What follows belongs to an exercise in optimizing a design on an open flow for small area, a short achievable clock period and few clock cycles; a production flow would make more cautious choices. Only simulation tests tie the RTL to the original design; equivalence was not proved. Power is estimated from default activity; no workload was simulated.

==> flow/design.v (excerpt) <==
module pixel_generator (
    input  logic                       s_axi_lite_aclk,
    input  logic                       axi_resetn,
    input  logic [8-1:0] s_axi_lite_araddr,
    output logic                       s_axi_lite_arready,
    input  logic                       s_axi_lite_arvalid,
    input  logic [8-1:0] s_axi_lite_awaddr,
    output logic                       s_axi_lite_awready,
    input  logic                       s_axi_lite_awvalid,
    input  logic                       s_axi_lite_bready,
    output logic [1:0]                 s_axi_lite_bresp,
    output logic                       s_axi_lite_bvalid,
    output logic [31:0]                s_axi_lite_rdata,
    input  logic                       s_axi_lite_rready,
    output logic [1:0]                 s_axi_lite_rresp,
    output logic                       s_axi_lite_rvalid,
    input  logic [31:0]                s_axi_lite_wdata,
    output logic                       s_axi_lite_wready,
    input  logic                       s_axi_lite_wvalid,
    output logic [5:0]                 img_addr,
    input  logic [7:0]                 img_rdata,
    output logic [31:0]                out_stream_tdata,
    output logic [3:0]                 out_stream_tkeep,
    output logic                       out_stream_tlast,
    output logic [0:0]                 out_stream_tuser,
    output logic                       out_stream_tvalid,
    input  logic                       out_stream_tready
);
Size: roughly 150 I/O pins.
clock: 10.0 ns
lec_check: 0
abc_clock_period_in_ps: 3000
cap_margin: 0
core_margin: 2
core_utilization: 55
slew_margin: 0
standard.sh (not shown) runs the stock make flow with config.mk's settings and CLKGATE_MAP_FILE= SYNTH_SCRIPT=/design/flow/synth_recipe.tcl, a recipe that flattens the netlist after the stock synthesis.
==> flow/flow/run.sh <==
#!/bin/bash
# Standard layout with a tighter setup repair target and no dummy loads in the clock tree;
# the SDC and clock period are the standard flow's own.
set -uo pipefail
bash standard.sh SETUP_SLACK_MARGIN=6.7 "CTS_ARGS=-sink_clustering_enable -repair_clock_nets -dont_use_dummy_load" finish > make_finish.log 2>&1
Testbench counts at the start, summed over its fixed seeds: cycles 7,024.
Rerun with:
--- a/flow/config.mk
+++ b/flow/config.mk
@@ -7,6 +7,6 @@
 export LEC_CHECK = 0
 export ABC_CLOCK_PERIOD_IN_PS = 3000
-export CAP_MARGIN = 0
+export CAP_MARGIN = 20
 export CORE_MARGIN = 2
 export CORE_UTILIZATION = 55
-export SLEW_MARGIN = 0
+export SLEW_MARGIN = 20
After rerunning: The changed run completed without violations; synthesized area stays the same; worst setup slack gets worse by 3.1 ps; critical path depth does not change; clock skew is about the same; final cell count stays flat; fmax stays flat; register-to-register slack loses 30 ps; total power goes up slightly; first-iteration DRC count shrinks by a few percent.
Rerun with:
==> flow/flow/run.sh (replaced) <==
#!/bin/bash
# Standard layout with a tighter setup repair target; the SDC and clock period are the standard flow's own.
set -uo pipefail
bash standard.sh SETUP_SLACK_MARGIN=6.7 finish > make_finish.log 2>&1
Result: Global-route usage rises by 0.20 points. Cell count rises by 2.1%. Total power rises by 6.3%. Sequential power stays flat.
Rerun with:
==> flow/flow/run.sh (replaced) <==
#!/bin/bash
# Standard layout with a tighter setup repair target and no dummy loads in the clock tree;
# the SDC and clock period are the standard flow's own.
set -uo pipefail
bash standard.sh SETUP_SLACK_MARGIN=6.6 "CTS_ARGS=-sink_clustering_enable -repair_clock_nets -dont_use_dummy_load" finish > make_finish.log 2>&1
Register-to-register slack degrades by 80 ps; synthesized area does not change; first-iteration DRC count went down by 16%; final cell count went down by 2.1%; power went down by 6.3%; global-route usage stays flat; combinational power went down by about 2%; maximum frequency stays flat; cell area went down by 2.5%; die area stays the same; clock-buffer cell count went down by 31.
Rerun with:
==> flow/run.sh (new file) <==
#!/bin/bash
# synth_recipe.tcl (not shown) runs the flow's synth.tcl, then flattens the netlist and writes it again
# the make line also repeats each setting of config.mk as NAME=value (left out here)
make -C /OpenROAD-flow-scripts/flow DESIGN_CONFIG=/design/flow/config.mk WORK_HOME=/design/flow/orfs CLKGATE_MAP_FILE= SYNTH_SCRIPT=/design/flow/synth_recipe.tcl finish
--- a/flow/config.mk
+++ b/flow/config.mk
@@ -10,3 +10,4 @@
 export CORE_MARGIN = 2
 export CORE_UTILIZATION = 55
+export SETUP_SLACK_MARGIN = 5
 export SLEW_MARGIN = 20
removed: flow/flow/run.sh
removed: flow/standard.sh
Clock skew went down by 28 ps.
Wire length went down by 3.8%.
Maximum frequency went down by 26%.
Total power went up by 3.4%.
Sequential share of layout area is about the same.
Area after synthesis does not change.
Core utilization is about the same.
Final area is about the same.
Global-route usage went down by 0.96 points.

==> static timing again, ports no longer ideal <==
In the flow no input, the clock included, has a driving cell. The finished layouts below were timed again as built, in two steps. Step 1 assumes that a clkbuf_16 drives the clock port and a buf_2 every other input. Step 2 adds t to the input delays and takes it off the output delays; t is the mean of the earliest and latest rising clock arrival at the registers after step 1. Input paths then give back, and output paths get back, about the clock's delay inside the block. a / b / c = ideal / step 1 / step 2; a / b = the first two.
run	t, ns	setup slack, ns	worst setup path at the end	worst slew at a driven data input, ns	pins driven straight from the clock port
the first run	0.671	6.587 / 6.516 / 6.091	input to register	0.07	1
the second run	0.673	6.584 / 6.513 / 6.061	input to register	0.07	1
the third run	0.696	6.574 / 6.506 / 6.022	input to register	0.06	1
the fourth run	0.671	6.575 / 6.510 / 5.985	input to register	0.07	1
the fifth run	0.692	5.358 / 5.403 / 4.711	input to register	0.07	1
After both steps every run listed still meets setup and hold. The setup slack of the fifth run, which loses most, moves by +0.045 ns with the drivers and by -0.647 ns with both steps.
